This is an optimization exercise on Yosys and OpenROAD, whose aim is small area, not a production implementation. In this exercise RTL edits were held to simulation tests only and were not proved equivalent to the original. Power figures rest on the tool's default switching activity, not on a simulated workload.

## flow/design.v (module list and top-level ports; edited modules follow where they fit)
// module boron_round_key_store: 485 lines
module boron_round_key_store #(
  parameter int Key_Bit_Size     = 80,
  parameter int Number_of_Rounds = 26
) (
  input  logic                    clk,
  input  logic                    reset,
  input  logic                    key_load,
  input  logic [Key_Bit_Size-1:0] Key,
  input  logic [4:0]              rk_idx,
  output logic [63:0]             round_key,
  output logic                    busy,
  output logic                    ready
);
  // ...
==> flow/flow/run.sh <==
#!/bin/bash
# Own layout flow: the standard synthesis, then the combinational logic between the standard
# synthesis's registers is re-mapped by ABC for area (registers keep their names and cells),
# then the standard layout steps from the floorplan to the final layout.
set -euo pipefail
W=$(pwd)
R=$W/orfs/results/$FLOW_PLATFORM/boron_round_key_store/base
LIB=$FLOW_HOME/platforms/$FLOW_PLATFORM/lib/sky130_fd_sc_hd__tt_025C_1v80.lib

bash standard.sh synth > $W/log_synth.txt 2>&1

# Functional models of the combinational cells, so that yosys can re-map them.
yosys -q -p "read_liberty -ignore_miss_func $LIB; write_verilog -noattr $W/cells_all.v" > $W/log_cells.txt 2>&1
python3 $W/flow/comb_cells.py $W/cells_all.v $W/cells_comb.v >> $W/log_cells.txt 2>&1

DU=$(grep -o -- "-dont_use [^ ]*" $W/orfs/logs/$FLOW_PLATFORM/boron_round_key_store/base/1_2_yosys.log | sort -u | tr '\n' ' ')
cp $R/1_2_yosys.v $W/synth_standard.v
yosys -l $W/log_remap.txt -p "read_verilog -lib $W/cells_comb.v; read_liberty -lib -ignore_redef $LIB; \
  read_verilog -overwrite $W/cells_comb.v; read_verilog $W/synth_standard.v; \
  hierarchy -top $FLOW_TOP; flatten; proc; techmap; opt -purge; \
  abc -liberty $LIB $DU -script $W/flow/remap.abc; opt_clean -purge; \
  hilomap -singleton -hicell sky130_fd_sc_hd__conb_1 HI -locell sky130_fd_sc_hd__conb_1 LO; \
  tee -o $W/remap_stat.txt stat -liberty $LIB; \
  write_verilog -noattr -noexpr -nohex -nodec $W/synth_remap.v" > /dev/null 2>&1

# The registers must be the standard synthesis's, by name and cell.
python3 $W/flow/same_regs.py $W/synth_standard.v $W/synth_remap.v > $W/log_regs.txt 2>&1

cp $W/synth_remap.v $R/1_2_yosys.v
rm -f $R/1_synth.odb $R/1_synth.sdc
bash standard.sh > $W/log_layout.txt 2>&1
==> flow/flow/comb_cells.py <==
import re, sys
s = open(sys.argv[1]).read()
mods = re.findall(r'(module (\S+)\(.*?endmodule\n)', s, re.S)
keep = [m for m, n in mods if 'always' not in m and 'reg ' not in m]
open(sys.argv[2], 'w').write(''.join(keep))
print(len(keep), "combinational cells of", len(mods))
==> flow/flow/remap.abc <==
strash; dch; amap; topo
==> flow/flow/same_regs.py <==
import re, sys
def regs(f):
    s = open(f).read()
    return sorted(re.findall(r'^\s*(sky130_fd_sc_hd__(?:dfxtp|dfxbp|dfrtp|dfrbp|dfstp|dfsbp|dfbbp|dfbbn|dfrtn|edfxtp|edfxbp|sdf\w+|sedf\w+|dlx\w+|dlr\w+)\w*)\s+(\S+)\s*\(', s, re.M))
a, b = regs(sys.argv[1]), regs(sys.argv[2])
print(len(a), "registers in the standard synthesis,", len(b), "after re-mapping")
if a != b:
    print("register mismatch:", sorted(set(a) ^ set(b))[:20])
    sys.exit(1)
==> flow/standard.sh <==
#!/bin/bash
# synth_recipe.tcl (not shown) runs the flow's synth.tcl, then flattens the netlist and writes it again
# the make line also repeats each setting of config.mk as NAME=value (left out here)
make -C /OpenROAD-flow-scripts/flow DESIGN_CONFIG=/design/flow/config.mk WORK_HOME=/design/flow/orfs CLKGATE_MAP_FILE= SYNTH_SCRIPT=/design/flow/synth_recipe.tcl "${@:-finish}"
==> flow/config.mk <==
export PLATFORM = sky130hd
export DESIGN_NAME = boron_round_key_store
export DESIGN_NICKNAME = boron_round_key_store
export VERILOG_FILES = /design/flow/design.v
export SDC_FILE = /design/flow/constraint.sdc
export NUM_CORES = 4
export LEC_CHECK = 0
export ABC_AREA = 1
export CAP_MARGIN = 20
export CORE_MARGIN = 2
export CORE_UTILIZATION = 40
export SLEW_MARGIN = 20
==> flow/constraint.sdc <==
create_clock -name core_clock -period 5.0 [get_ports {clk}]
set_input_delay 1.0000 -clock core_clock [delete_from_list [all_inputs] [get_ports {clk}]]
set_output_delay 1.0000 -clock core_clock [all_outputs]
set_load 0.01 [all_outputs]
==> impl_metrics.ini, run 1 <==
[status]
run_status = no timing/DRC/antenna violations

[drt]
route.final.wire_length_um = 50000
initialDrtViolationCount = 1755
remaining_drc_errors = 0
routed.top_layer = met4
dr_wl_met2_um = 22000

[min_path]
hold_path_class = flip-flop to flip-flop

[finish]
finalInstanceArea_um2 = 16200
layoutNonFillerInstCount = 2289
flow.area_growth_from_synthesis_pct = 38.6
layout.nets = 1980
layout.area.top_class = multi-input combinational cells
seq_cells = 175
multi_input_area_um2 = 7170

[logic_synthesis]
avgSynthCellArea_um2 = 7.64

[run]
maxCapViolations = 0

[power]
total_switching_power_uw = 1830
pg_comb_uw = 1980
total_leakage_power_uw = 0.00563
pwr.group.sequential_uw = 1710
largestPowerGroup = combinational logic

[placement]
placed_area_um2 = 15500

[die]
floorplan.die_area_um2 = 30600
ios = 154

[worst_setup_path]
path_max_fanout = 14
timing.critical_path.depth = 16

[clocking]
cts_resized = 0
==> inputs of run 2 (changes only) <==
--- a/flow/design.v
+++ b/flow/design.v
@@ -8,34 +8,20 @@
   input  logic [Key_Bit_Size-1:0] Key,
   input  logic [4:0]              rk_idx,
   output logic [63:0]             round_key,
   output logic                    busy,
   output logic                    ready
 );
   function automatic logic [3:0] sbox(input logic [3:0] x);
     logic [3:0] y;
-    case (x)
-      4'h0: y = 4'hE;
-      4'h1: y = 4'h4;
-      4'h2: y = 4'hB;
-      4'h3: y = 4'h1;
-      4'h4: y = 4'h7;
-      4'h5: y = 4'h9;
-      4'h6: y = 4'hC;
-      4'h7: y = 4'hA;
-      4'h8: y = 4'hD;
-      4'h9: y = 4'h2;
-      4'hA: y = 4'h0;
-      4'hB: y = 4'hF;
-      4'hC: y = 4'h8;
-      4'hD: y = 4'h5;
-      4'hE: y = 4'h3;
-      default: y = 4'h6;
-    endcase
+    y[0] = x[1] ^ x[2] ^ (x[3] & ~x[0]);
+    y[1] = ~(x[0] ^ (x[1] & x[2]) ^ (x[3] & ~(x[0] & x[2])));
+    y[2] = ~(x[1] ^ (x[0] & x[2]) ^ (x[1] & x[2]) ^ (x[0] & x[3]) ^ (x[2] & x[3]) ^ (x[0] & x[2] & x[3]));
+    y[3] = ~(x[0] ^ x[2] ^ (x[1] & x[2]) ^ (x[0] & x[1] & x[2]) ^ (x[1] & x[3]) ^ (x[2] & x[3]) ^ (x[1] & x[2] & x[3]));
     sbox = y;
   endfunction
   logic [79:0] k_q;
   logic        busy_q, ready_q;
   logic [4:0]  c_q;
   logic        accept;
   assign accept = key_load & ~busy_q;
   always_ff @(posedge clk) begin
@@ -50,28 +36,27 @@
       ready_q <= 1'b1;
     end
   end
   always_ff @(posedge clk) begin
     if (accept) c_q <= 5'd0;
     else        c_q <= c_q + 5'd1;
   end
   always_ff @(posedge clk) begin
-    if (!reset && accept) k_q <= Key;
+    if (!reset && accept) k_q <= {Key[79:71], sbox(Key[70:67]), Key[66:0]};
   end
   assign busy  = busy_q;
   assign ready = ready_q;
-  logic [3:0] s1, s2, s3, s4, s5, s6, s7, s8, s9, s10, s11, s12, s13, s14, s15, s16, s17, s18, s19, s20, s21, s22, s23, s24, s25;
-  assign s1 = sbox({k_q[70], k_q[69], k_q[68], k_q[67]});
+  logic [3:0] s2, s3, s4, s5, s6, s7, s8, s9, s10, s11, s12, s13, s14, s15, s16, s17, s18, s19, s20, s21, s22, s23, s24, s25;
   assign s2 = sbox({k_q[57], k_q[56], k_q[55], k_q[54]});
   assign s3 = sbox({k_q[44], k_q[43], k_q[42], k_q[41]});
   assign s4 = sbox({k_q[31], k_q[30], k_q[29], k_q[28]});
   assign s5 = sbox({k_q[18], k_q[17], k_q[16], k_q[15]});
   assign s6 = sbox({k_q[5], k_q[4], k_q[3], k_q[2]});
-  assign s7 = sbox({k_q[72], k_q[71], s1[3], s1[2]});
+  assign s7 = sbox({k_q[72], k_q[71], k_q[70], k_q[69]});
   assign s8 = sbox({k_q[59], k_q[58], s2[3], s2[2]});
   assign s9 = sbox({~k_q[46], k_q[45], s3[3], s3[2]});
   assign s10 = sbox({k_q[33], k_q[32], s4[3], s4[2]});
   assign s11 = sbox({~k_q[20], k_q[19], s5[3], s5[2]});
   assign s12 = sbox({k_q[7], k_q[6], s6[3], s6[2]});
   assign s13 = sbox({~k_q[74], k_q[73], s7[3], s7[2]});
   assign s14 = sbox({k_q[61], k_q[60], s8[3], s8[2]});
   assign s15 = sbox({~k_q[48], k_q[47], s9[3], s9[2]});
@@ -218,20 +203,20 @@
   assign v_59 = ge14 ? s14[1] : (ge8 ? s8[3] : (k_q[59]));
   assign v_60 = ge20 ? s20[0] : (ge14 ? s14[2] : (k_q[60]));
   assign v_61 = ge20 ? s20[1] : (ge14 ? s14[3] : (k_q[61]));
   assign v_62 = ge20 ? s20[2] : (ge6 ? ~k_q[62] : (k_q[62]));
   assign v_63 = ge20 ? s20[3] : (ge6 ? ~k_q[63] : (k_q[63]));
   assign v_64 = k_q[64];
   assign v_65 = ge12 ? ~k_q[65] : (k_q[65]);
   assign v_66 = ge18 ? k_q[66] : (ge12 ? ~k_q[66] : (k_q[66]));
-  assign v_67 = s1[0];
-  assign v_68 = s1[1];
-  assign v_69 = ge18 ? ~s7[0] : (ge7 ? s7[0] : (s1[2]));
-  assign v_70 = ge24 ? ~s7[1] : (ge7 ? s7[1] : (s1[3]));
+  assign v_67 = k_q[67];
+  assign v_68 = k_q[68];
+  assign v_69 = ge18 ? ~s7[0] : (ge7 ? s7[0] : (k_q[69]));
+  assign v_70 = ge24 ? ~s7[1] : (ge7 ? s7[1] : (k_q[70]));
   assign v_71 = ge24 ? ~s13[0] : (ge13 ? s13[0] : (ge7 ? s7[2] : (k_q[71])));
   assign v_72 = ge13 ? s13[1] : (ge7 ? s7[3] : (k_q[72]));
   assign v_73 = ge19 ? s19[0] : (ge13 ? s13[2] : (k_q[73]));
   assign v_74 = ge19 ? s19[1] : (ge13 ? s13[3] : (ge5 ? ~k_q[74] : (k_q[74])));
   assign v_75 = ge25 ? s25[0] : (ge19 ? s19[2] : (k_q[75]));
   assign v_76 = ge25 ? s25[1] : (ge19 ? s19[3] : (ge11 ? k_q[76] : (ge5 ? ~k_q[76] : (k_q[76]))));
   assign v_77 = ge25 ? s25[2] : (ge11 ? ~k_q[77] : (k_q[77]));
   assign v_78 = ge25 ? s25[3] : (ge17 ? ~k_q[78] : (k_q[78]));
==> flow/flow/run.sh (replaced) <==
#!/bin/bash
# Own layout flow for boron_round_key_store.
# 1. The standard synthesis (bash standard.sh synth) gives the registers: names and cells.
# 2. netgen.py writes the layout netlist with exactly those registers: the read rotator as
#    explicit cells, the rest as logic that yosys/ABC maps for area.
# 3. The standard layout steps run on that netlist, from the floorplan to the final layout,
#    with ports buffered by buf_1 and CTS without dummy loads.
# Each tool's full output goes to a log_*.txt file in this folder.
set -euo pipefail
W=$(pwd)
R=$W/orfs/results/$FLOW_PLATFORM/boron_round_key_store/base
LIB=$FLOW_HOME/platforms/$FLOW_PLATFORM/lib/sky130_fd_sc_hd__tt_025C_1v80.lib

bash standard.sh synth > $W/log_synth.txt 2>&1
cp $R/1_2_yosys.v $W/synth_standard.v

python3 $W/flow/netgen.py $W/synth_standard.v $W/netlist_hand.v > $W/log_netgen.txt 2>&1

DU=$(grep -o -- "-dont_use [^ ]*" $W/orfs/logs/$FLOW_PLATFORM/boron_round_key_store/base/1_2_yosys.log | sort -u | tr '\n' ' ')
yosys -l $W/log_map.txt -p "read_liberty -lib $LIB; read_verilog $W/netlist_hand.v; \
  hierarchy -check -top $FLOW_TOP; proc; opt; techmap; opt -fast; \
  abc -liberty $LIB $DU -script $W/flow/map.abc; opt_clean -purge; \
  hilomap -singleton -hicell sky130_fd_sc_hd__conb_1 HI -locell sky130_fd_sc_hd__conb_1 LO; \
  tee -o $W/map_stat.txt stat -liberty $LIB; \
  write_verilog -noattr -noexpr -nohex -nodec $W/netlist_mapped.v" > /dev/null 2>&1

# The registers must be the standard synthesis's, by name and cell.
python3 $W/flow/same_regs.py $W/synth_standard.v $W/netlist_mapped.v > $W/log_regs.txt 2>&1

cp $W/netlist_mapped.v $R/1_2_yosys.v
rm -f $R/1_synth.odb $R/1_synth.sdc
export BUFFER_PORTS_ARGS="-buffer_cell sky130_fd_sc_hd__buf_1"
export CTS_ARGS="-sink_clustering_enable -repair_clock_nets -dont_use_dummy_load -sink_clustering_size 30 -sink_clustering_max_diameter 80 -buf_list {sky130_fd_sc_hd__clkbuf_4 sky130_fd_sc_hd__clkbuf_8}"
bash standard.sh > $W/log_layout.txt 2>&1
==> flow/flow/map.abc (new file) <==
strash; dch; amap; topo
==> flow/flow/netgen.py (new file) <==
#!/usr/bin/env python3
"""Write the layout netlist of boron_round_key_store.

usage: netgen.py STANDARD_NETLIST OUT.v

The registers are the standard synthesis's (same instance names and cells, read from
STANDARD_NETLIST). The read rotator is written as explicit cells; the rest (control, S-boxes,
per-position version select, select decoding) as logic that yosys/ABC maps afterwards.
"""
import itertools, re, sys

N, R = 80, 26
AMT = [(13 << b) % N for b in range(5)]          # rotation of each bit of r


# Gate-level S-boxes y = S(x ^ m) for the input masks m that occur, found offline by ABC's
# &deepsyn; pins are cell pin = net, nets xI/yI are the S-box's inputs/outputs.
SBOX_CELLS = {0: 'clkinv_1 A=x1 Y=n14; clkinv_1 A=x2 Y=n0; clkinv_1 A=x0 Y=n1; clkinv_1 A=x3 Y=n2; nor2_1 A=x1 B=x2 Y=n3; nor2_1 A=x0 B=x3 Y=n4; nand2_1 A=x2 B=n4 Y=n5; o21ai_0 A1=n1 A2=n2 B1=n5 Y=n6; nor2_1 A=n3 B=n6 Y=n7; a21oi_1 A1=n3 A2=n6 B1=n7 Y=y2; nor3_1 A=x2 B=n1 C=n2 Y=n8; nor2_1 A=n14 B=n0 Y=n9; o32a_1 A1=n4 A2=n9 A3=n8 B1=n14 B2=n5 X=y1; nor2_1 A=n3 B=n9 Y=n10; o21ai_0 A1=x0 A2=n2 B1=n10 Y=n11; o31ai_1 A1=x0 A2=n2 A3=n10 B1=n11 Y=y0; a22oi_1 A1=n0 A2=x0 B1=x1 B2=x3 Y=n12; nor2_1 A=n8 B=n12 Y=n13; a21oi_1 A1=n14 A2=n6 B1=n13 Y=y3', 4: 'clkinv_1 A=x2 Y=n12; nor2_1 A=x1 B=n12 Y=n0; nand2b_1 A_N=x0 B=x3 Y=n1; nor2_1 A=x0 B=x2 Y=n2; o21ai_0 A1=x3 A2=n2 B1=n1 Y=n3; nand2_1 A=n0 B=n3 Y=n4; o21ai_0 A1=n0 A2=n3 B1=n4 Y=y2; nor2_1 A=x0 B=x3 Y=n5; nand2_1 A=x1 B=n12 Y=n6; and3_1 A=x0 B=x2 C=x3 X=n7; a21oi_1 A1=n5 A2=n6 B1=n7 Y=n8; o21ai_0 A1=n5 A2=n6 B1=n8 Y=y1; a21oi_1 A1=x1 A2=n12 B1=n0 Y=n9; nand2_1 A=n1 B=n9 Y=n10; o21ai_0 A1=n1 A2=n9 B1=n10 Y=y0; a22oi_1 A1=x0 A2=x2 B1=x1 B2=x3 Y=n11; o22a_1 A1=x1 A2=n3 B1=n7 B2=n11 X=y3', 8: 'clkinv_1 A=x0 Y=n14; clkinv_1 A=x2 Y=n0; clkinv_1 A=x1 Y=n1; nor2_1 A=x2 B=x1 Y=n2; nand2_1 A=n14 B=x3 Y=n3; o22ai_1 A1=n14 A2=x3 B1=n0 B2=n3 Y=n4; nor2_1 A=n2 B=n4 Y=n5; a21oi_1 A1=n2 A2=n4 B1=n5 Y=y2; nor2_1 A=n0 B=n1 Y=n6; nor3_1 A=n14 B=x2 C=x3 Y=n7; a21oi_1 A1=n3 A2=n6 B1=n7 Y=n8; o21ai_0 A1=n3 A2=n6 B1=n8 Y=y1; nor2_1 A=n2 B=n6 Y=n9; o21ai_0 A1=x0 A2=x3 B1=n9 Y=n10; o31ai_1 A1=x0 A2=x3 A3=n9 B1=n10 Y=y0; nor2_1 A=n1 B=x3 Y=n11; a21oi_1 A1=x0 A2=n0 B1=n11 Y=n12; nor2_1 A=n7 B=n12 Y=n13; a21oi_1 A1=n1 A2=n4 B1=n13 Y=y3', 12: 'clkinv_1 A=x0 Y=n16; clkinv_1 A=x1 Y=n0; clkinv_1 A=x2 Y=n1; clkinv_1 A=x3 Y=n2; nor2_1 A=n16 B=x3 Y=n3; nor2_1 A=x1 B=n1 Y=n4; clkinv_1 A=n4 Y=n5; nor2_1 A=x0 B=n2 Y=n6; nor2_1 A=n3 B=n6 Y=n7; nor2_1 A=n1 B=n2 Y=n8; o32ai_1 A1=n4 A2=n8 A3=n7 B1=n3 B2=n5 Y=y2; nor2_1 A=n0 B=x2 Y=n9; clkinv_1 A=n9 Y=n10; nor2_1 A=n16 B=x2 Y=n11; o32ai_1 A1=n9 A2=n11 A3=n7 B1=n6 B2=n10 Y=y1; nor2_1 A=n4 B=n9 Y=n12; o21ai_0 A1=x0 A2=x3 B1=n12 Y=n13; o31ai_1 A1=x0 A2=x3 A3=n12 B1=n13 Y=y0; o22ai_1 A1=n1 A2=n2 B1=n0 B2=n11 Y=n14; nor2_1 A=n7 B=n14 Y=n15; a21oi_1 A1=n7 A2=n14 B1=n15 Y=y3'}


def schedule():
    """Each key position's value after every round, in key coordinates (w0 positions)."""
    cur = [(f"k[{p}]", False) for p in range(N)]
    hist = [[cur[p]] for p in range(N)]
    sboxes = []
    for j in range(1, R):
        ins = [cur[(i - 13 * j) % N] for i in range(4)]
        if j > 1:   # k[70:67] is stored already substituted by the round-1 S-box
            sboxes.append((j, ins))
            for i in range(4):
                cur[(i - 13 * j) % N] = (f"s{j}[{i}]", False)
        for t in range(5):
            if (j >> t) & 1:
                p = (59 + t - 13 * j) % N
                n, inv = cur[p]
                cur[p] = (n, not inv)
        for p in range(N):
            hist[p].append(cur[p])
    return hist, sboxes


def stages(order):
    """Per stage, per output bit: which inputs (0: same bit, 1: rotated) some r in 0..25 uses."""
    need = [set(range(R)) if q < 64 else set() for q in range(N)]
    st = []
    for b in reversed(order):
        a = AMT[b]
        prev = [set() for _ in range(N)]
        row = []
        for q in range(N):
            u0 = {r for r in need[q] if not (r >> b) & 1}
            u1 = {r for r in need[q] if (r >> b) & 1}
            prev[q] |= u0
            prev[(q - a) % N] |= u1
            row.append((bool(u0), bool(u1)))
        st.append((b, row))
        need = prev
    st.reverse()
    return need, st


def cost(st):
    c = 0.0
    for i, (b, row) in enumerate(st):
        two = 7.51 if i % 2 else 6.26
        for u0, u1 in row:
            c += two if (u0 and u1) else (3.75 if (u0 or u1) else 0)
    return c


def regs(path):
    out = {}
    for cell, name in re.findall(r'^\s*(sky130_fd_sc_hd__\w+)\s+(\\\S+)\s*\(', open(path).read(), re.M):
        if re.match(r'sky130_fd_sc_hd__(e?df|sdf|sedf|dl[xr])', cell):
            base = name[1:].split('$')[0]
            out[base] = (cell, name)
    return out


def main():
    std, outp = sys.argv[1], sys.argv[2]
    rg = regs(std)
    want = ["busy_q", "ready_q"] + [f"c_q[{i}]" for i in range(5)] + \
           [f"k_q[{i}]" for i in range(N)] + [f"round_key[{i}]" for i in range(64)]
    if sorted(rg) != sorted(want):
        sys.exit(f"unexpected registers: {sorted(set(rg) ^ set(want))[:10]}")
    for b in want:
        exp = "sky130_fd_sc_hd__edfxtp_1" if b.startswith("k_q") else "sky130_fd_sc_hd__dfxtp_1"
        if rg[b][0] != exp:
            sys.exit(f"register {b} is {rg[b][0]}, expected {exp}")

    hist, sboxes = schedule()
    # r[4] first, so that each position's version select only spans r < 16 or r >= 16
    order = min((o for o in itertools.permutations(range(5)) if o[0] == 4),
                key=lambda o: cost(stages(o)[1]))
    need0, st = stages(order)
    need1, _ = stages(order[1:])

    L = []
    w = L.append
    w("module boron_round_key_store(clk, reset, key_load, Key, rk_idx, round_key, busy, ready);")
    w("  input clk; input reset; input key_load; input [79:0] Key; input [4:0] rk_idx;")
    w("  output [63:0] round_key; output busy; output ready;")
    w("  wire [79:0] k; wire [4:0] c; wire [4:0] r; wire [63:0] rk_d;")
    w("  wire accept, k_en, busy_d, ready_d, last, valid;")
    w("  wire [4:0] c_d;")
    w("  assign r = rk_idx;")
    # registers
    def ff(base, d, q, de=None):
        cell, name = rg[base]
        pins = f".CLK(clk), .D({d}), .Q({q})" + (f", .DE({de})" if de else "")
        w(f"  {cell} {name} ({pins});")
    ff("busy_q", "busy_d", "busy")
    ff("ready_q", "ready_d", "ready")
    for i in range(5):
        ff(f"c_q[{i}]", f"c_d[{i}]", f"c[{i}]")
    w("  wire [3:0] key_s1;")
    for i in range(N):
        ff(f"k_q[{i}]", f"key_s1[{i - 67}]" if 67 <= i <= 70 else f"Key[{i}]", f"k[{i}]", "k_en")
    for i in range(64):
        ff(f"round_key[{i}]", f"rk_d[{i}]", f"round_key[{i}]")
    # control
    w("  assign accept = key_load & ~busy;")
    w("  assign k_en = accept & ~reset;")
    w("  assign last = busy & (c == 5'd25);")
    w("  assign busy_d = ~reset & (accept | (busy & ~last));")
    w("  assign ready_d = ~reset & ~accept & (ready | last);")
    w("  assign c_d = accept ? 5'd0 : c + 5'd1;")
    w("  assign valid = ~reset & (r < 5'd26);")
    # S-boxes
    def sbox_cells(tag, ins, outs):
        m = sum(1 << i for i, (n, inv) in enumerate(ins) if inv)
        net = {f"x{i}": ins[i][0] for i in range(4)}
        net.update({f"y{i}": outs[i] for i in range(4)})
        for k, c in enumerate(SBOX_CELLS[m].split("; ")):
            ct, *pins = c.split()
            conn = []
            for pv in pins:
                p, v = pv.split("=")
                if v not in net:
                    net[v] = f"{tag}_{v}"
                    w(f"  wire {net[v]};")
                conn.append(f".{p}({net[v]})")
            w(f"  sky130_fd_sc_hd__{ct} {tag}_{k} ({', '.join(conn)});")
    sbox_cells("sbox1", [(f"Key[{67 + i}]", False) for i in range(4)], [f"key_s1[{i}]" for i in range(4)])
    for j, ins in sboxes:
        w(f"  wire [3:0] s{j};")
        sbox_cells(f"sbox{j}", ins, [f"s{j}[{i}]" for i in range(4)])
    # versions: vlo[p] / vhi[p] are the inverse of position p's value in round r, for the
    # rounds r < 16 / r >= 16 that read it (the first rotator stage picks by r[4]).
    w("  wire [79:0] vlo, vhi;")
    ths = set()
    vl = []
    ex = lambda v: ("~" if v[1] else "") + v[0]
    for p in range(N):
        for name, rs in (("vlo", {rr for rr in need1[p] if rr < 16}),
                         ("vhi", {rr for rr in need1[(p + 48) % N] if rr >= 16})):
            runs = []
            for rr in sorted(rs):
                v = hist[p][rr]
                if not runs:
                    runs.append((rr, v))
                elif runs[-1][1] != v:
                    runs.append((rr, v))
            if not runs:
                continue
            e = ex(runs[0][1])
            for s0, v in runs[1:]:
                ths.add(s0 % 16)
                e = f"(ge{s0 % 16} ? {ex(v)} : {e})"
            vl.append(f"  assign {name}[{p}] = ~{e};")
    for t in sorted(ths):
        w(f"  wire ge{t} = (r[3:0] >= 4'd{t});")
    L.extend(vl)
    # rotator: stage i alternates o22ai (inverted in, true out) and a22oi (true in, inverted out)
    prev = None
    nst = len(st)
    for i, (b, row) in enumerate(st):
        last_stage = i == nst - 1
        cur = f"x{i + 1}"
        w(f"  wire [79:0] {cur};")
        if i % 2 == 0:
            if last_stage:
                w(f"  wire z{i}_0 = ~(valid & ~r[{b}]); wire z{i}_1 = ~(valid & r[{b}]); wire nvalid = ~valid;")
            else:
                w(f"  wire z{i}_0 = r[{b}]; wire z{i}_1 = ~r[{b}];")
        else:
            w(f"  wire z{i}_0 = ~r[{b}]; wire z{i}_1 = r[{b}];")
        for q, (u0, u1) in enumerate(row):
            a = AMT[b]
            if prev is None:
                i0, i1 = f"vlo[{q}]", f"vhi[{(q - a) % N}]"
            else:
                i0, i1 = f"{prev}[{q}]", f"{prev}[{(q - a) % N}]"
            y = f"{cur}[{q}]"
            nm = f"rot{i + 1}_{q}"
            if u0 and u1:
                cell = "o22ai_1" if i % 2 == 0 else "a22oi_1"
                w(f"  sky130_fd_sc_hd__{cell} {nm} (.A1(z{i}_0), .A2({i0}), .B1(z{i}_1), .B2({i1}), .Y({y}));")
            elif u0 or u1:
                src = i0 if u0 else i1
                if last_stage:
                    w(f"  sky130_fd_sc_hd__nor2_1 {nm} (.A({src}), .B(nvalid), .Y({y}));")
                else:
                    w(f"  sky130_fd_sc_hd__inv_1 {nm} (.A({src}), .Y({y}));")
        prev = cur
    if nst % 2 == 0:
        sys.exit("the rotator must have an odd number of stages")
    w(f"  assign rk_d = {prev}[63:0];")
    w("endmodule")
    open(outp, "w").write("\n".join(L) + "\n")
    pass


main()
==> flow/config.mk (replaced) <==
export PLATFORM = sky130hd
export DESIGN_NAME = boron_round_key_store
export DESIGN_NICKNAME = boron_round_key_store
export VERILOG_FILES = /design/flow/design.v
export SDC_FILE = /design/flow/constraint.sdc
export NUM_CORES = 4
export LEC_CHECK = 0
export ABC_AREA = 1
export CAP_MARGIN = 10
export CORE_MARGIN = 2
export CORE_UTILIZATION = 50
export GPL_TIMING_DRIVEN = 0
export SETUP_SLACK_MARGIN = 0.15
export SLEW_MARGIN = 10
removed: flow/flow/comb_cells.py
removed: flow/flow/remap.abc
==> impl_metrics.ini, run 2 <==
[worst_setup_path]
required_arrival_time_at_the_worst_endpoint_ns = 5.40
worstRegToRegCells = 21
path_max_fanout = 86
slowest_stage = sky130_fd_sc_hd__buf_4
critical_path_arrival_ns = 5.08
most_frequent_cell_on_the_critical_path = sky130_fd_sc_hd__o22ai_1
crit-reg2reg-launch = k_q[18]
path_cells = buf_4, clkinv_8, nor2_4, clkinv_1, o21ai_2, clkinv_2, nor2_1, a21oi_1, o22ai_1, a22oi_1, o22ai_1, a22oi_1, o22ai_1
worst_setup_path_endpoint = round_key[25]
end_kind = flip-flop
max_stage_delay_ns = 0.45
setup.worst_path.start = rk_idx[3]
worstSetupPathType = input port to flip-flop
ff_to_ff_setup_slack_ns = 0.40
worst_r2r_endpoint = round_key[44]
critPathLaunchType = input port

[grt]
gr-usage-all-layers_pct = 32.2
grt_max_degree = 87
grtUsageMet3_pct = 6.09
gr-usage-met2_pct = 49.6
vias_in_the_first_global_route = 9916
first_pass_grt_wire_length_um = 54600
grtUsageMet1_pct = 45.6
antenna_found_initial = 1
grt_busiest_layer = met2
global_route.overflow_total = 0

[sta]
layout_worst_path_cycle_share_pct = 93.6
minimum_hold_slack_ns = 0.463
grt_setup_unrepaired = no
report.final.hold_viol_count = 0
minimum_clock_period_after_layout_ns = 4.68
slew_viols_final = 0
tightest_slew_ns = 0.969
max_clock_freq_ghz = 0.214
final.setup_skew_ns = 0.0411
slew_headroom_pct = 35.4
timing.final.setup_violations = 0

[power]
ir_worst_vdd_mv = 0.157
total_leakage_power_uw = 0.00390
power.density_nw_per_um2 = 282

[run]
maxCapViolations = 0

[clocking]
htreeDepth = 4
tritoncts_buffer_count = 17
clk_path_buf_depth = 2
cts_root_buf = sky130_fd_sc_hd__clkbuf_8
cts.sink_count = 151
cts_tree = yes
path_clk_slew_ns = 0.10
post_cts_hold_buffer_count = 0
clock_insertion_delay_worst_skew_ns = 0.47

[finish]
flow.area_growth_from_synthesis_pct = 21.2
largest_register_ffs = 80
biggestRegsByFlops = k_q x80, round_key x64, c_q x5
layout.nets = 1584
antennaDiodeCount = 0
layout.cells.most_common = sky130_fd_sc_hd__o22ai_1
layout.core_utilization_pct = 61.1
layout_common_cells = sky130_fd_sc_hd__o22ai_1, sky130_fd_sc_hd__nor2_1, sky130_fd_sc_hd__clkinv_1, sky130_fd_sc_hd__buf_1, sky130_fd_sc_hd__a22oi_1
largest_register = k_q
post_route_cells_drive_above_1_share_pct = 11.6

[die]
coreArea_um2 = 20000
fp.dieH_um = 146
chipWidth_um = 146
std_cell_rows = 52
start_util_pct = 50.4
ios = 154
floorplan.die_area_um2 = 21400

[placement]
gp_congestion = 0.996
detailedPlacementHpwl_um = 26800
port_buffers = 153

[drt]
routedWlPerCell_um = 20.6
remaining_drc_errors = 0
dr.pass1.iters = 8
vias_per_cell = 6.71
drt.antenna.violating_nets = 0
initialDrtViolationCount = 1653
route.final.wire_length_um = 36300
detailroute.via_count = 11840

[logic_synthesis]
avgSynthCellArea_um2 = 7.84
postSynthCellCount = 1290
yosysWarningCount = 1
synth.net_count = 1378
post_synth_instance_area_um2 = 10100

[min_path]
hold_path_class = flip-flop to flip-flop

[status]
run_status = no timing/DRC/antenna violations
run 2: cell types whose count changed in the layout (fill, tap and decap cells not counted), sizes merged, moves of 32 or more:
cell,delta
o221ai,-41
o22ai,+201
a22oi,+161
o22a,-68
o21ai,-85
nand2,-36
nor2,-200
clkdlybuf4s50,-153
a221oi,-32
run 2: layout make-up:
| class | instances | area (µm²) |
|---|---|---|
| multi-input combinational | 980 | 6270 |
| timing repair buffer | 187 | 952 |
| clock buffer | 17 | 234 |
| tap | 270 | 338 |
| inverter | 159 | 634 |
| fill | 1892 | 7790 |
| sequential | 151 | 3820 |
run 2: how the worst min path moves through the flow:
| stage | from | endpoint | slack [ns] | cells past startpoint |
|---|---|---|---|---|
| after global placement | c_q[0] | c_q[0] | 0.44 | 1 |
| after CTS | c_q[0] | c_q[0] | 0.46 | 1 |
| final | c_q[0] | c_q[0] | 0.46 | 1 |
| after floorplan | c_q[0] | c_q[0] | 0.42 | 1 |
| after detailed placement | c_q[0] | c_q[0] | 0.45 | 1 |
| after global routing | c_q[3] | c_q[3] | 0.50 | 2 |
run 2: routing by layer:
metal | wire length, µm | up-vias
li1 | - | 5612
met1 | 15300 | 5430
met2 | 16000 | 709
met3 | 3580 | 87
met4 | 1350 | 2
met5 | 11 | -
run 2: stage by stage:
step | total power (µW) | setup TNS [ns] | instances | area, µm² | worst slack (ns)
after floorplan | 2220 | 0 | 1290 | 10100 | 0.219
after global placement | 2580 | -363.68 | 1713 | 11000 | -5.90
after detailed placement | 2600 | -124.55 | 1724 | 11200 | -2.20
after CTS | 3320 | 0 | 1741 | 11600 | 0.135
after global routing | 3620 | 0 | 1764 | 12200 | 0.0667
final | 3450 | 0 | 1764 | 12200 | 0.320
run 2: repair_timing:
action / CTS / global route
hold endpoints to repair: 0 / 0
setup buffers: 0 / 23
pin swaps: 0 / 11
setup endpoints to repair: 64 / 64
resized for setup: 38 / 102
run 2: worst max-delay path, delay by kind of cell:
kind / cells / cell delay (ns)
AND/OR/NAND/NOR: 2 / 0.71
AO/OA/AOI/OAI: 7 / 1.77
buffers and inverters: 4 / 1.52
run 2: where the power goes:
part | leakage, µW | switching, µW | internal, µW
combinational | 0.00245 | 844 | 461
sequential | 0.00132 | 55.8 | 1400
clock | 0.000122 | 393 | 299
==> inputs of run 3 (changes only) <==
--- a/flow/flow/run.sh
+++ b/flow/flow/run.sh
@@ -30,5 +30,5 @@
 cp $W/netlist_mapped.v $R/1_2_yosys.v
 rm -f $R/1_synth.odb $R/1_synth.sdc
 export BUFFER_PORTS_ARGS="-buffer_cell sky130_fd_sc_hd__buf_1"
-export CTS_ARGS="-sink_clustering_enable -repair_clock_nets -dont_use_dummy_load -sink_clustering_size 30 -sink_clustering_max_diameter 80 -buf_list {sky130_fd_sc_hd__clkbuf_4 sky130_fd_sc_hd__clkbuf_8}"
+export CTS_ARGS="-sink_clustering_enable -repair_clock_nets -dont_use_dummy_load -buf_list {sky130_fd_sc_hd__clkbuf_4 sky130_fd_sc_hd__clkbuf_8}"
 bash standard.sh > $W/log_layout.txt 2>&1
--- a/flow/flow/netgen.py
+++ b/flow/flow/netgen.py
@@ -90,11 +90,8 @@
             sys.exit(f"register {b} is {rg[b][0]}, expected {exp}")
 
     hist, sboxes = schedule()
-    # r[4] first, so that each position's version select only spans r < 16 or r >= 16
-    order = min((o for o in itertools.permutations(range(5)) if o[0] == 4),
-                key=lambda o: cost(stages(o)[1]))
+    order = min(itertools.permutations(range(5)), key=lambda o: cost(stages(o)[1]))
     need0, st = stages(order)
-    need1, _ = stages(order[1:])
 
     L = []
     w = L.append
@@ -146,34 +143,33 @@
     for j, ins in sboxes:
         w(f"  wire [3:0] s{j};")
         sbox_cells(f"sbox{j}", ins, [f"s{j}[{i}]" for i in range(4)])
-    # versions: vlo[p] / vhi[p] are the inverse of position p's value in round r, for the
-    # rounds r < 16 / r >= 16 that read it (the first rotator stage picks by r[4]).
-    w("  wire [79:0] vlo, vhi;")
+    # versions: vn[p] is the inverse of position p's value in round r
+    w("  wire [79:0] vn;")
     ths = set()
     vl = []
-    ex = lambda v: ("~" if v[1] else "") + v[0]
     for p in range(N):
-        for name, rs in (("vlo", {rr for rr in need1[p] if rr < 16}),
-                         ("vhi", {rr for rr in need1[(p + 48) % N] if rr >= 16})):
-            runs = []
-            for rr in sorted(rs):
-                v = hist[p][rr]
-                if not runs:
-                    runs.append((rr, v))
-                elif runs[-1][1] != v:
-                    runs.append((rr, v))
+        runs = []
+        for rr in range(R):
+            if rr not in need0[p]:
+                continue
+            v = hist[p][rr]
             if not runs:
-                continue
-            e = ex(runs[0][1])
-            for s0, v in runs[1:]:
-                ths.add(s0 % 16)
-                e = f"(ge{s0 % 16} ? {ex(v)} : {e})"
-            vl.append(f"  assign {name}[{p}] = ~{e};")
+                runs.append((0, v))
+            elif runs[-1][1] != v:
+                runs.append((rr, v))
+        if not runs:
+            continue
+        ex = lambda v: ("~" if v[1] else "") + v[0]
+        e = ex(runs[0][1])
+        for s0, v in runs[1:]:
+            ths.add(s0)
+            e = f"(ge{s0} ? {ex(v)} : {e})"
+        vl.append(f"  assign vn[{p}] = ~{e};")
     for t in sorted(ths):
-        w(f"  wire ge{t} = (r[3:0] >= 4'd{t});")
+        w(f"  wire ge{t} = (r >= 5'd{t});")
     L.extend(vl)
     # rotator: stage i alternates o22ai (inverted in, true out) and a22oi (true in, inverted out)
-    prev = None
+    prev = "vn"
     nst = len(st)
     for i, (b, row) in enumerate(st):
         last_stage = i == nst - 1
@@ -188,10 +184,7 @@
             w(f"  wire z{i}_0 = ~r[{b}]; wire z{i}_1 = r[{b}];")
         for q, (u0, u1) in enumerate(row):
             a = AMT[b]
-            if prev is None:
-                i0, i1 = f"vlo[{q}]", f"vhi[{(q - a) % N}]"
-            else:
-                i0, i1 = f"{prev}[{q}]", f"{prev}[{(q - a) % N}]"
+            i0, i1 = f"{prev}[{q}]", f"{prev}[{(q - a) % N}]"
             y = f"{cur}[{q}]"
             nm = f"rot{i + 1}_{q}"
             if u0 and u1:
--- a/flow/config.mk
+++ b/flow/config.mk
@@ -6,9 +6,9 @@
 export NUM_CORES = 4
 export LEC_CHECK = 0
 export ABC_AREA = 1
-export CAP_MARGIN = 10
+export CAP_MARGIN = 20
 export CORE_MARGIN = 2
 export CORE_UTILIZATION = 50
 export GPL_TIMING_DRIVEN = 0
-export SETUP_SLACK_MARGIN = 0.15
-export SLEW_MARGIN = 10
+export SETUP_SLACK_MARGIN = 0.2
+export SLEW_MARGIN = 20
==> impl_metrics.ini, run 3 <==
[logic_synthesis]
synth.net_count = 1384
yosysWarningCount = 1
post_synth_instance_area_um2 = 10200
postSynthCellCount = 1296
avgSynthCellArea_um2 = 7.89

[clocking]
cts_tree = yes
path_clk_slew_ns = 0.09
cts_root_buf = sky130_fd_sc_hd__clkbuf_8
clock_insertion_delay_worst_skew_ns = 0.47
tritoncts_buffer_count = 17
cts.sink_count = 151
htreeDepth = 4
post_cts_hold_buffer_count = 0
clk_path_buf_depth = 2

[grt]
first_pass_grt_wire_length_um = 52800
grtUsageMet3_pct = 7.17
antenna_found_initial = 0
grt_max_degree = 98
gr-usage-met2_pct = 48.7
global_route.overflow_total = 0
grtUsageMet1_pct = 42.2
vias_in_the_first_global_route = 9949
grt_busiest_layer = met2
gr-usage-all-layers_pct = 31.2

[sta]
slew_headroom_pct = 34.7
report.final.hold_viol_count = 0
final.setup_skew_ns = 0.0313
setup_total_negative_slack_ns = 0
slew_viols_final = 0
grt_setup_unrepaired = yes
minimum_clock_period_after_layout_ns = 4.72
layout_worst_path_cycle_share_pct = 94.5
tightest_slew_ns = 0.969
timing.final.setup_violations = 0
max_clock_freq_ghz = 0.212

[power]
power.density_nw_per_um2 = 277
internal-power_uw = 2180
power_frac_seq_pct = 41.1
finalPower_uw = 3510
total_leakage_power_uw = 0.00400
total_switching_power_uw = 1330
comb_power_share_pct = 38.9
power_switching_share_pct = 37.8
ir_worst_vdd_mv = 0.173
power.clock.fraction_pct = 20.0

[die]
floorplan.die_area_um2 = 21600
chipWidth_um = 147
fp.dieH_um = 147
ios = 154
start_util_pct = 50.7
coreArea_um2 = 20200
std_cell_rows = 52

[drt]
dr.pass1.iters = 8
remaining_drc_errors = 0
detailroute.via_count = 11772
route.final.wire_length_um = 35600
initialDrtViolationCount = 1465
drt.antenna.violating_nets = 0
vias_per_cell = 6.62
routedWlPerCell_um = 20.0

[finish]
largest_register_ffs = 80
biggestRegsByFlops = k_q x80, round_key x64, c_q x5
largest_register = k_q
n_fill_cell = 1885
layout_common_cells = sky130_fd_sc_hd__o22ai_1, sky130_fd_sc_hd__nor2_1, sky130_fd_sc_hd__buf_1
area.sequential_um2 = 3820
finalInstanceArea_um2 = 12600
layout.cells.most_common = sky130_fd_sc_hd__o22ai_1
antennaDiodeCount = 0
layout.nets = 1598
multi_input_area_um2 = 6680
flow.area_growth_from_synthesis_pct = 23.6
post_route_cells_drive_above_1_share_pct = 15.1

[worst_setup_path]
worstSetupPathType = input port to flip-flop
critical_path_arrival_ns = 5.04
required_arrival_time_at_the_worst_endpoint_ns = 5.31
critPathLaunchType = input port
worstRegToRegCells = 22
path_max_fanout = 97
end_kind = flip-flop

[placement]
detailedPlacementHpwl_um = 26500
gp_congestion = 0.985
placed_area_um2 = 11300
port_buffers = 153

[status]
run_status = no timing/DRC/antenna violations

[run]
maxCapViolations = 0

[min_path]
cell_depth_of_the_worst_min_delay_path = 1
hold_path_class = flip-flop to flip-flop
## run 3: worst paths after layout
kind                   from       endpoint  slack [ns]
setup / recovery  rk_idx[4]  round_key[45]        0.28
hold reg to reg      c_q[0]         c_q[0]        0.46
hold / removal       c_q[0]         c_q[0]        0.46
setup reg to reg    k_q[15]  round_key[22]        0.41
## run 3: critical path, cell delays in order
cell and delay [ns]:
sky130_fd_sc_hd__buf_4 0.41, sky130_fd_sc_hd__clkinv_8 0.49, sky130_fd_sc_hd__nor2_4 0.39, sky130_fd_sc_hd__clkinv_1 0.31
sky130_fd_sc_hd__o21ai_1 0.49, sky130_fd_sc_hd__clkinv_2 0.32, sky130_fd_sc_hd__o22ai_1 0.20, sky130_fd_sc_hd__nor2_1 0.06
sky130_fd_sc_hd__a21oi_1 0.25, sky130_fd_sc_hd__o22ai_1 0.17, sky130_fd_sc_hd__a22oi_2 0.29, sky130_fd_sc_hd__o22ai_2 0.16
sky130_fd_sc_hd__a22oi_2 0.30, sky130_fd_sc_hd__o22ai_1 0.12
## run 3: area by class of cell
type / count / share of cell area (%)
clock buffers: 17 / 1.85
inverters: 133 / 4.35
multi-input cells: 1012 / 52.8
flip-flops and latches: 151 / 30.3
well taps: 270 / 2.67
repair buffers: 195 / 8.03
## run 3: power groups by stage
stage | sequential [µW] | clock [µW] | combinational, µW
2_1_floorplan | 1480 | 0 | 745
3_3_place_gp | 1470 | 0 | 1120
3_5_place_dp | 1470 | 0 | 1140
4_1_cts | 1440 | 713 | 1180
5_1_grt | 1450 | 763 | 1450
6_report | 1440 | 702 | 1360
## run 3: through the flow
step	instances	hold slack, ns	setup slack [ns]	util (%)
3_5_place_dp	1728	0.440	-1.57	56.2
5_1_grt	1778	0.482	0.139	62.7
6_report	1778	0.462	0.275	62.7
2_1_floorplan	1296	0.417	0.574	-
4_1_cts	1749	0.462	0.208	58.5
3_3_place_gp	1719	0.435	-5.28	55.2
## run 3: routing by layer
layer	vias to the layer above	part of all wire [%]
met1	5471	42
met5	-	0
met3	69	8.9
li1	5680	-
met4	0	3.3
met2	552	46
## run 3: repair_timing
action / CTS / global route
gates cloned: 0 / 0
buffers inserted: 4 / 29
pin swaps: 6 / 17
gates resized for setup: 55 / 135
endpoints found under the setup margin: 64 / 64
==> inputs of run 4 (changes only) <==
--- a/flow/flow/run.sh
+++ b/flow/flow/run.sh
@@ -30,5 +30,5 @@
 cp $W/netlist_mapped.v $R/1_2_yosys.v
 rm -f $R/1_synth.odb $R/1_synth.sdc
 export BUFFER_PORTS_ARGS="-buffer_cell sky130_fd_sc_hd__buf_1"
-export CTS_ARGS="-sink_clustering_enable -repair_clock_nets -dont_use_dummy_load -buf_list {sky130_fd_sc_hd__clkbuf_4 sky130_fd_sc_hd__clkbuf_8}"
+export CTS_ARGS="-sink_clustering_enable -repair_clock_nets -dont_use_dummy_load -sink_clustering_size 30 -sink_clustering_max_diameter 80 -buf_list {sky130_fd_sc_hd__clkbuf_4 sky130_fd_sc_hd__clkbuf_8}"
 bash standard.sh > $W/log_layout.txt 2>&1
--- a/flow/flow/netgen.py
+++ b/flow/flow/netgen.py
@@ -14,8 +14,12 @@
 
 
 # Gate-level S-boxes y = S(x ^ m) for the input masks m that occur, found offline by ABC's
-# &deepsyn; pins are cell pin = net, nets xI/yI are the S-box's inputs/outputs.
-SBOX_CELLS = {0: 'clkinv_1 A=x1 Y=n14; clkinv_1 A=x2 Y=n0; clkinv_1 A=x0 Y=n1; clkinv_1 A=x3 Y=n2; nor2_1 A=x1 B=x2 Y=n3; nor2_1 A=x0 B=x3 Y=n4; nand2_1 A=x2 B=n4 Y=n5; o21ai_0 A1=n1 A2=n2 B1=n5 Y=n6; nor2_1 A=n3 B=n6 Y=n7; a21oi_1 A1=n3 A2=n6 B1=n7 Y=y2; nor3_1 A=x2 B=n1 C=n2 Y=n8; nor2_1 A=n14 B=n0 Y=n9; o32a_1 A1=n4 A2=n9 A3=n8 B1=n14 B2=n5 X=y1; nor2_1 A=n3 B=n9 Y=n10; o21ai_0 A1=x0 A2=n2 B1=n10 Y=n11; o31ai_1 A1=x0 A2=n2 A3=n10 B1=n11 Y=y0; a22oi_1 A1=n0 A2=x0 B1=x1 B2=x3 Y=n12; nor2_1 A=n8 B=n12 Y=n13; a21oi_1 A1=n14 A2=n6 B1=n13 Y=y3', 4: 'clkinv_1 A=x2 Y=n12; nor2_1 A=x1 B=n12 Y=n0; nand2b_1 A_N=x0 B=x3 Y=n1; nor2_1 A=x0 B=x2 Y=n2; o21ai_0 A1=x3 A2=n2 B1=n1 Y=n3; nand2_1 A=n0 B=n3 Y=n4; o21ai_0 A1=n0 A2=n3 B1=n4 Y=y2; nor2_1 A=x0 B=x3 Y=n5; nand2_1 A=x1 B=n12 Y=n6; and3_1 A=x0 B=x2 C=x3 X=n7; a21oi_1 A1=n5 A2=n6 B1=n7 Y=n8; o21ai_0 A1=n5 A2=n6 B1=n8 Y=y1; a21oi_1 A1=x1 A2=n12 B1=n0 Y=n9; nand2_1 A=n1 B=n9 Y=n10; o21ai_0 A1=n1 A2=n9 B1=n10 Y=y0; a22oi_1 A1=x0 A2=x2 B1=x1 B2=x3 Y=n11; o22a_1 A1=x1 A2=n3 B1=n7 B2=n11 X=y3', 8: 'clkinv_1 A=x0 Y=n14; clkinv_1 A=x2 Y=n0; clkinv_1 A=x1 Y=n1; nor2_1 A=x2 B=x1 Y=n2; nand2_1 A=n14 B=x3 Y=n3; o22ai_1 A1=n14 A2=x3 B1=n0 B2=n3 Y=n4; nor2_1 A=n2 B=n4 Y=n5; a21oi_1 A1=n2 A2=n4 B1=n5 Y=y2; nor2_1 A=n0 B=n1 Y=n6; nor3_1 A=n14 B=x2 C=x3 Y=n7; a21oi_1 A1=n3 A2=n6 B1=n7 Y=n8; o21ai_0 A1=n3 A2=n6 B1=n8 Y=y1; nor2_1 A=n2 B=n6 Y=n9; o21ai_0 A1=x0 A2=x3 B1=n9 Y=n10; o31ai_1 A1=x0 A2=x3 A3=n9 B1=n10 Y=y0; nor2_1 A=n1 B=x3 Y=n11; a21oi_1 A1=x0 A2=n0 B1=n11 Y=n12; nor2_1 A=n7 B=n12 Y=n13; a21oi_1 A1=n1 A2=n4 B1=n13 Y=y3', 12: 'clkinv_1 A=x0 Y=n16; clkinv_1 A=x1 Y=n0; clkinv_1 A=x2 Y=n1; clkinv_1 A=x3 Y=n2; nor2_1 A=n16 B=x3 Y=n3; nor2_1 A=x1 B=n1 Y=n4; clkinv_1 A=n4 Y=n5; nor2_1 A=x0 B=n2 Y=n6; nor2_1 A=n3 B=n6 Y=n7; nor2_1 A=n1 B=n2 Y=n8; o32ai_1 A1=n4 A2=n8 A3=n7 B1=n3 B2=n5 Y=y2; nor2_1 A=n0 B=x2 Y=n9; clkinv_1 A=n9 Y=n10; nor2_1 A=n16 B=x2 Y=n11; o32ai_1 A1=n9 A2=n11 A3=n7 B1=n6 B2=n10 Y=y1; nor2_1 A=n4 B=n9 Y=n12; o21ai_0 A1=x0 A2=x3 B1=n12 Y=n13; o31ai_1 A1=x0 A2=x3 A3=n12 B1=n13 Y=y0; o22ai_1 A1=n1 A2=n2 B1=n0 B2=n11 Y=n14; nor2_1 A=n7 B=n14 Y=n15; a21oi_1 A1=n7 A2=n14 B1=n15 Y=y3'}
+# &deepsyn (smallest of several runs); pins are cell pin = net, nets xI/yI are the S-box's
+# inputs/outputs.
+SBOX_SMALL = {0: 'clkinv_1 A=x2 Y=n12; nor2_1 A=x1 B=x2 Y=n0; nand2b_1 A_N=x0 B=x3 Y=n1; nor2_1 A=n12 B=x0 Y=n2; o21ai_0 A1=x3 A2=n2 B1=n1 Y=n3; nand2_1 A=n0 B=n3 Y=n4; o21ai_0 A1=n0 A2=n3 B1=n4 Y=y2; nor2_1 A=x0 B=x3 Y=n5; nor2b_1 A=n12 B_N=x1 Y=n6; and3_1 A=n12 B=x0 C=x3 X=n7; nor3_1 A=n5 B=n6 C=n7 Y=n8; a21oi_1 A1=n5 A2=n6 B1=n8 Y=y1; nor2_1 A=n0 B=n6 Y=n9; nand2_1 A=n1 B=n9 Y=n10; o21ai_0 A1=n1 A2=n9 B1=n10 Y=y0; a22oi_1 A1=n12 A2=x0 B1=x1 B2=x3 Y=n11; o22a_1 A1=x1 A2=n3 B1=n7 B2=n11 X=y3', 4: 'clkinv_1 A=x2 Y=n12; nor2_1 A=x1 B=n12 Y=n0; nand2b_1 A_N=x0 B=x3 Y=n1; nor2_1 A=x0 B=x2 Y=n2; o21ai_0 A1=x3 A2=n2 B1=n1 Y=n3; nand2_1 A=n0 B=n3 Y=n4; o21ai_0 A1=n0 A2=n3 B1=n4 Y=y2; nor2_1 A=x0 B=x3 Y=n5; nand2_1 A=x1 B=n12 Y=n6; and3_1 A=x0 B=x2 C=x3 X=n7; a21oi_1 A1=n5 A2=n6 B1=n7 Y=n8; o21ai_0 A1=n5 A2=n6 B1=n8 Y=y1; a21oi_1 A1=x1 A2=n12 B1=n0 Y=n9; nand2_1 A=n1 B=n9 Y=n10; o21ai_0 A1=n1 A2=n9 B1=n10 Y=y0; a22oi_1 A1=x0 A2=x2 B1=x1 B2=x3 Y=n11; o22a_1 A1=x1 A2=n3 B1=n7 B2=n11 X=y3', 8: 'clkinv_1 A=x0 Y=n15; clkinv_1 A=x2 Y=n0; clkinv_1 A=x1 Y=n1; nor2_1 A=x2 B=x1 Y=n2; nor2_1 A=x0 B=x3 Y=n3; nand2_1 A=n15 B=x3 Y=n4; o22ai_1 A1=n15 A2=x3 B1=n0 B2=n4 Y=n5; nor2_1 A=n2 B=n5 Y=n6; a21oi_1 A1=n2 A2=n5 B1=n6 Y=y2; nor2_1 A=n0 B=n1 Y=n7; nor3_1 A=n15 B=x2 C=x3 Y=n8; a21oi_1 A1=n4 A2=n7 B1=n8 Y=n9; o21ai_0 A1=n4 A2=n7 B1=n9 Y=y1; nor2_1 A=n2 B=n7 Y=n10; nor2_1 A=n3 B=n10 Y=n11; a21oi_1 A1=n3 A2=n10 B1=n11 Y=y0; nor2_1 A=n1 B=x3 Y=n12; a21oi_1 A1=x0 A2=n0 B1=n12 Y=n13; nor2_1 A=n8 B=n13 Y=n14; a21oi_1 A1=n1 A2=n5 B1=n14 Y=y3', 12: 'clkinv_1 A=x2 Y=n13; clkinv_1 A=x3 Y=n0; nand2_1 A=x0 B=n0 Y=n1; nor2_1 A=x1 B=n13 Y=n2; nor2_1 A=n1 B=n2 Y=n3; nor2_1 A=x0 B=n0 Y=n4; a221o_1 A1=n13 A2=n4 B1=n1 B2=n2 C1=n3 X=y2; nand2_1 A=x1 B=n13 Y=n5; nand2_1 A=n4 B=n5 Y=n6; o221ai_1 A1=n13 A2=n1 B1=n4 B2=n5 C1=n6 Y=y1; nor2_1 A=x0 B=x3 Y=n7; a21oi_1 A1=x1 A2=n13 B1=n2 Y=n8; nor2_1 A=n7 B=n8 Y=n9; a21oi_1 A1=n7 A2=n8 B1=n9 Y=y0; nor2_1 A=n3 B=n4 Y=n10; nor3_1 A=x0 B=x3 C=x1 Y=n11; a31oi_1 A1=n13 A2=x3 A3=n6 B1=n11 Y=n12; o21ai_0 A1=n13 A2=n10 B1=n12 Y=y3'}
+# Variants with fewer levels from x0, x1 to y2, y3, for the S-boxes whose y2, y3 feed the
+# next S-box of their chain (the longest paths of the design).
+SBOX_FAST = {0: 'clkinv_1 A=x1 Y=n15; clkinv_1 A=x2 Y=n0; clkinv_1 A=x0 Y=n1; clkinv_1 A=x3 Y=n2; nand2_1 A=x0 B=x3 Y=n3; nor2_1 A=x1 B=x2 Y=n4; nor3_1 A=n0 B=x3 C=x0 Y=n5; nor2_1 A=n3 B=n4 Y=n6; a211o_1 A1=n3 A2=n4 B1=n5 C1=n6 X=y2; nor2_1 A=n15 B=n0 Y=n7; nor2_1 A=x0 B=n2 Y=n8; nor2_1 A=x2 B=n2 Y=n9; o22ai_1 A1=x0 A2=n2 B1=n1 B2=n9 Y=n10; nand2_1 A=n7 B=n10 Y=n11; o21ai_0 A1=n7 A2=n10 B1=n11 Y=y1; nor2_1 A=n4 B=n7 Y=n12; nor2_1 A=n8 B=n12 Y=n13; a21oi_1 A1=n8 A2=n12 B1=n13 Y=y0; a22oi_1 A1=x2 A2=n2 B1=n15 B2=n1 Y=n14; o22ai_1 A1=n15 A2=n10 B1=n5 B2=n14 Y=y3', 4: 'nor2b_1 A=x1 B_N=x2 Y=n9; nand2b_1 A_N=x0 B=x3 Y=n0; nor2_1 A=x0 B=x2 Y=n1; o21ai_0 A1=x3 A2=n1 B1=n0 Y=n2; xnor2_1 A=n9 B=n2 Y=y2; nor2_1 A=x0 B=x3 Y=n3; nand2b_1 A_N=x2 B=x1 Y=n4; and3_1 A=x0 B=x2 C=x3 X=n5; a21oi_1 A1=n3 A2=n4 B1=n5 Y=n6; o21ai_0 A1=n3 A2=n4 B1=n6 Y=y1; nor2b_1 A=n9 B_N=n4 Y=n7; xnor2_1 A=n0 B=n7 Y=y0; a22oi_1 A1=x0 A2=x2 B1=x3 B2=x1 Y=n8; o22a_1 A1=x1 A2=n2 B1=n5 B2=n8 X=y3', 8: 'clkinv_1 A=x0 Y=n12; clkinv_1 A=x3 Y=n0; nor2_1 A=x2 B=x1 Y=n1; nor2_1 A=n12 B=x3 Y=n2; nor2_1 A=x0 B=n0 Y=n3; a21oi_1 A1=x2 A2=n3 B1=n2 Y=n4; o32ai_1 A1=x2 A2=x1 A3=n2 B1=n1 B2=n4 Y=y2; and2_0 A=x2 B=x1 X=n5; nor3_1 A=n12 B=x3 C=x2 Y=n6; nor3_1 A=n3 B=n5 C=n6 Y=n7; a21oi_1 A1=n3 A2=n5 B1=n7 Y=y1; nor2_1 A=n1 B=n5 Y=n8; o21ai_0 A1=x0 A2=x3 B1=n8 Y=n9; o31ai_1 A1=x0 A2=x3 A3=n8 B1=n9 Y=y0; nor2_1 A=n12 B=x2 Y=n10; a21oi_1 A1=x1 A2=n0 B1=n10 Y=n11; o22a_1 A1=x1 A2=n4 B1=n6 B2=n11 X=y3', 12: 'clkinv_1 A=x2 Y=n13; clkinv_1 A=x3 Y=n0; nand2_1 A=x0 B=n0 Y=n1; nor2_1 A=x1 B=n13 Y=n2; nor2_1 A=n1 B=n2 Y=n3; nor2_1 A=x0 B=n0 Y=n4; a221o_1 A1=n13 A2=n4 B1=n1 B2=n2 C1=n3 X=y2; nand2_1 A=x1 B=n13 Y=n5; nand2_1 A=n4 B=n5 Y=n6; o221ai_1 A1=n13 A2=n1 B1=n4 B2=n5 C1=n6 Y=y1; nor2_1 A=x0 B=x3 Y=n7; a21oi_1 A1=x1 A2=n13 B1=n2 Y=n8; nor2_1 A=n7 B=n8 Y=n9; a21oi_1 A1=n7 A2=n8 B1=n9 Y=y0; nor2_1 A=n3 B=n4 Y=n10; nor3_1 A=x0 B=x3 C=x1 Y=n11; a31oi_1 A1=n13 A2=x3 A3=n6 B1=n11 Y=n12; o21ai_0 A1=n13 A2=n10 B1=n12 Y=y3'}
 
 
 def schedule():
@@ -90,8 +94,11 @@
             sys.exit(f"register {b} is {rg[b][0]}, expected {exp}")
 
     hist, sboxes = schedule()
-    order = min(itertools.permutations(range(5)), key=lambda o: cost(stages(o)[1]))
+    # r[4] first, so that each position's version select only spans r < 16 or r >= 16
+    order = min((o for o in itertools.permutations(range(5)) if o[0] == 4),
+                key=lambda o: cost(stages(o)[1]))
     need0, st = stages(order)
+    need1, _ = stages(order[1:])
 
     L = []
     w = L.append
@@ -125,11 +132,11 @@
     w("  assign c_d = accept ? 5'd0 : c + 5'd1;")
     w("  assign valid = ~reset & (r < 5'd26);")
     # S-boxes
-    def sbox_cells(tag, ins, outs):
+    def sbox_cells(tag, ins, outs, table):
         m = sum(1 << i for i, (n, inv) in enumerate(ins) if inv)
         net = {f"x{i}": ins[i][0] for i in range(4)}
         net.update({f"y{i}": outs[i] for i in range(4)})
-        for k, c in enumerate(SBOX_CELLS[m].split("; ")):
+        for k, c in enumerate(table[m].split("; ")):
             ct, *pins = c.split()
             conn = []
             for pv in pins:
@@ -139,37 +146,39 @@
                     w(f"  wire {net[v]};")
                 conn.append(f".{p}({net[v]})")
             w(f"  sky130_fd_sc_hd__{ct} {tag}_{k} ({', '.join(conn)});")
-    sbox_cells("sbox1", [(f"Key[{67 + i}]", False) for i in range(4)], [f"key_s1[{i}]" for i in range(4)])
+    sbox_cells("sbox1", [(f"Key[{67 + i}]", False) for i in range(4)], [f"key_s1[{i}]" for i in range(4)], SBOX_SMALL)
     for j, ins in sboxes:
         w(f"  wire [3:0] s{j};")
-        sbox_cells(f"sbox{j}", ins, [f"s{j}[{i}]" for i in range(4)])
-    # versions: vn[p] is the inverse of position p's value in round r
-    w("  wire [79:0] vn;")
+        sbox_cells(f"sbox{j}", ins, [f"s{j}[{i}]" for i in range(4)],
+                   SBOX_FAST if j + 6 < R else SBOX_SMALL)
+    # versions: vlo[p] / vhi[p] are the inverse of position p's value in round r, for the
+    # rounds r < 16 / r >= 16 that read it (the first rotator stage picks by r[4]).
+    w("  wire [79:0] vlo, vhi;")
     ths = set()
     vl = []
+    ex = lambda v: ("~" if v[1] else "") + v[0]
     for p in range(N):
-        runs = []
-        for rr in range(R):
-            if rr not in need0[p]:
+        for name, rs in (("vlo", {rr for rr in need1[p] if rr < 16}),
+                         ("vhi", {rr for rr in need1[(p + 48) % N] if rr >= 16})):
+            runs = []
+            for rr in sorted(rs):
+                v = hist[p][rr]
+                if not runs:
+                    runs.append((rr, v))
+                elif runs[-1][1] != v:
+                    runs.append((rr, v))
+            if not runs:
                 continue
-            v = hist[p][rr]
-            if not runs:
-                runs.append((0, v))
-            elif runs[-1][1] != v:
-                runs.append((rr, v))
-        if not runs:
-            continue
-        ex = lambda v: ("~" if v[1] else "") + v[0]
-        e = ex(runs[0][1])
-        for s0, v in runs[1:]:
-            ths.add(s0)
-            e = f"(ge{s0} ? {ex(v)} : {e})"
-        vl.append(f"  assign vn[{p}] = ~{e};")
+            e = ex(runs[0][1])
+            for s0, v in runs[1:]:
+                ths.add(s0 % 16)
+                e = f"(ge{s0 % 16} ? {ex(v)} : {e})"
+            vl.append(f"  assign {name}[{p}] = ~{e};")
     for t in sorted(ths):
-        w(f"  wire ge{t} = (r >= 5'd{t});")
+        w(f"  wire ge{t} = (r[3:0] >= 4'd{t});")
     L.extend(vl)
     # rotator: stage i alternates o22ai (inverted in, true out) and a22oi (true in, inverted out)
-    prev = "vn"
+    prev = None
     nst = len(st)
     for i, (b, row) in enumerate(st):
         last_stage = i == nst - 1
@@ -184,7 +193,10 @@
             w(f"  wire z{i}_0 = ~r[{b}]; wire z{i}_1 = r[{b}];")
         for q, (u0, u1) in enumerate(row):
             a = AMT[b]
-            i0, i1 = f"{prev}[{q}]", f"{prev}[{(q - a) % N}]"
+            if prev is None:
+                i0, i1 = f"vlo[{q}]", f"vhi[{(q - a) % N}]"
+            else:
+                i0, i1 = f"{prev}[{q}]", f"{prev}[{(q - a) % N}]"
             y = f"{cur}[{q}]"
             nm = f"rot{i + 1}_{q}"
             if u0 and u1:
--- a/flow/config.mk
+++ b/flow/config.mk
@@ -6,9 +6,9 @@
 export NUM_CORES = 4
 export LEC_CHECK = 0
 export ABC_AREA = 1
-export CAP_MARGIN = 20
+export CAP_MARGIN = 10
 export CORE_MARGIN = 2
-export CORE_UTILIZATION = 50
+export CORE_UTILIZATION = 55
 export GPL_TIMING_DRIVEN = 0
-export SETUP_SLACK_MARGIN = 0.2
-export SLEW_MARGIN = 20
+export SETUP_SLACK_MARGIN = 0.05
+export SLEW_MARGIN = 10
==> impl_metrics.ini, run 4 <==
[logic_synthesis]
yosysWarningCount = 1
synth.net_count = 1364
post_synth_instance_area_um2 = 10100
avgSynthCellArea_um2 = 7.91
postSynthCellCount = 1276

[clocking]
cts_root_buf = sky130_fd_sc_hd__clkbuf_8
tritoncts_buffer_count = 17
path_clk_slew_ns = 0.08
clk_path_buf_depth = 2
post_cts_hold_buffer_count = 0
cts_tree = yes
htreeDepth = 4
clock_insertion_delay_worst_skew_ns = 0.46
cts.sink_count = 151
cts_post_setup_buffers_inserted = 0

[sta]
tightest_slew_ns = 0.818
slew_headroom_pct = 45.3
timing.final.setup_violations = 0
minimum_clock_period_after_layout_ns = 4.72
max_clock_freq_ghz = 0.212
final.setup_skew_ns = 0.0208
report.final.hold_viol_count = 0
minimum_hold_slack_ns = 0.470
slew_viols_final = 0
grt_setup_unrepaired = no
setup_total_negative_slack_ns = 0
layout_worst_path_cycle_share_pct = 94.3

[die]
start_util_pct = 56.2
std_cell_rows = 49
coreArea_um2 = 18000
fp.dieH_um = 139
chipWidth_um = 139
ios = 154
floorplan.die_area_um2 = 19400

[drt]
initialDrtViolationCount = 1803
remaining_drc_errors = 0
routedWlPerCell_um = 20.1
vias_per_cell = 6.86
detailroute.via_count = 11576
route.final.wire_length_um = 34000
dr.pass1.iters = 9
drt.antenna.violating_nets = 0

[power]
power.density_nw_per_um2 = 289
total_leakage_power_uw = 0.00375
power_switching_share_pct = 36.8
ir_worst_vdd_mv = 0.229
comb_power_share_pct = 35.4
power.clock.fraction_pct = 20.9
total_switching_power_uw = 1220
internal-power_uw = 2100
power_frac_seq_pct = 43.6

[grt]
global_route.overflow_total = 0
grtUsageMet1_pct = 47.9
gr-usage-all-layers_pct = 33.4
grt_busiest_layer = met2
grtUsageMet3_pct = 7.16
grt_max_degree = 87
vias_in_the_first_global_route = 9440
first_pass_grt_wire_length_um = 51200
gr-usage-met2_pct = 48.2
antenna_found_initial = 0

[worst_setup_path]
end_kind = flip-flop
most_frequent_cell_on_the_critical_path = sky130_fd_sc_hd__o22ai_1
worstSetupPathType = input port to flip-flop
critical_path_arrival_ns = 5.04
worstRegToRegCells = 18
max_stage_delay_ns = 0.59
path_cells = buf_2, buf_12, clkinv_4, o21ai_4, clkinv_1, o221a_1, a21oi_1, o22ai_1, a22oi_1, o22ai_1, a22oi_1, o22ai_1
critPathLaunchType = input port
worst-path-buf-inv = 4
cp_top_family = compound AO/OA/AOI/OAI gates
required_arrival_time_at_the_worst_endpoint_ns = 5.32
slowest_stage = sky130_fd_sc_hd__o21ai_4
path_max_fanout = 84
timing.critical_path.depth = 12

[status]
run_status = no timing/DRC/antenna violations

[finish]
flow.area_growth_from_synthesis_pct = 14.1
biggestRegsByFlops = k_q x80, round_key x64, c_q x5
post_route_cells_drive_above_1_share_pct = 3.57
layout.cells.most_common = sky130_fd_sc_hd__o22ai_1
layout.nets = 1548
largest_register = k_q
layoutNonFillerInstCount = 1687
layout.core_utilization_pct = 64.1
antennaDiodeCount = 0
layout_common_cells = sky130_fd_sc_hd__o22ai_1, sky130_fd_sc_hd__nor2_1, sky130_fd_sc_hd__a22oi_1
largest_register_ffs = 80

[placement]
detailedPlacementHpwl_um = 25600
port_buffers = 153
dp.cells = 1670
gp_congestion = 0.944

[min_path]
hold_path_class = flip-flop to flip-flop
cell_depth_of_the_worst_min_delay_path = 1

[run]
maxCapViolations = 0
run 4: per-layer routing:
metal | part of all wire, % | wire length [µm] | up-vias
met5 | 0 | 0 | -
met4 | 4.5 | 1550 | 0
met3 | 11 | 3800 | 100
met2 | 42 | 14200 | 749
met1 | 43 | 14500 | 5208
li1 | - | - | 5519
run 4: power groups by stage:
stage | Sequential (µW) | Combinational, µW | Clock, µW
6_report | 1450 | 1180 | 695
5_1_grt | 1460 | 1260 | 755
4_1_cts | 1450 | 1120 | 710
3_5_place_dp | 1480 | 1110 | 0
3_3_place_gp | 1480 | 1080 | 0
2_1_floorplan | 1490 | 731 | 0
run 4: metrics by stage:
stage	setup WS (ns)	cell area [µm²]	power, µW
6_report	0.283	11500	3320
3_5_place_dp	-2.14	11200	2590
2_1_floorplan	0.0503	10100	2220
4_1_cts	0.00292	11500	3280
3_3_place_gp	-5.64	11000	2570
5_1_grt	0.0709	11500	3480
run 4: final timing paths:
path,start,to,slack [ns]
hold reg to reg,c_q[0],c_q[0],0.47
hold / removal,c_q[0],c_q[0],0.47
setup reg to reg,k_q[4],round_key[3],0.56
setup / recovery,rk_idx[1],round_key[29],0.28
run 4: timing repair:
action | in CTS | in global routing
cloned | 0 | 0
endpoints found under the setup margin | 64 | 64
resized for setup | 13 | 10
run 4: area by class of cell:
cell class	instances	area, µm²
clock buffers	17	234
repair buffers	165	801
multi-input cells	990	5820
inverters	135	539
flip-flops and latches	151	3820
well taps	229	287
fillers	1610	6450

re-timing with driven ports:
The flow's constraints put no driver on any port. The routed layouts listed below were extracted and timed again, unchanged, in two steps. Step 1: set_driving_cell puts a clkbuf_16 on clk and a buf_2 on each other input, an assumption about the parent block. Step 2, shift: input delay + t, output delay - t, t = (earliest + latest rising clock arrival at the registers) / 2. This alone moves slack from input paths to output paths. Three values: no drivers, after step 1, after step 2; two values: the first two.
run	shift t [ns]	slack for setup (ns)
run 1	0.510	0.282 / 0.308 / -0.203
run 2	0.491	0.320 / 0.332 / -0.159
run 3	0.504	0.275 / 0.286 / -0.217
run 4	0.495	0.283 / 0.289 / -0.206
Met with ideal ports but missed after step 2: setup timing in every run listed.
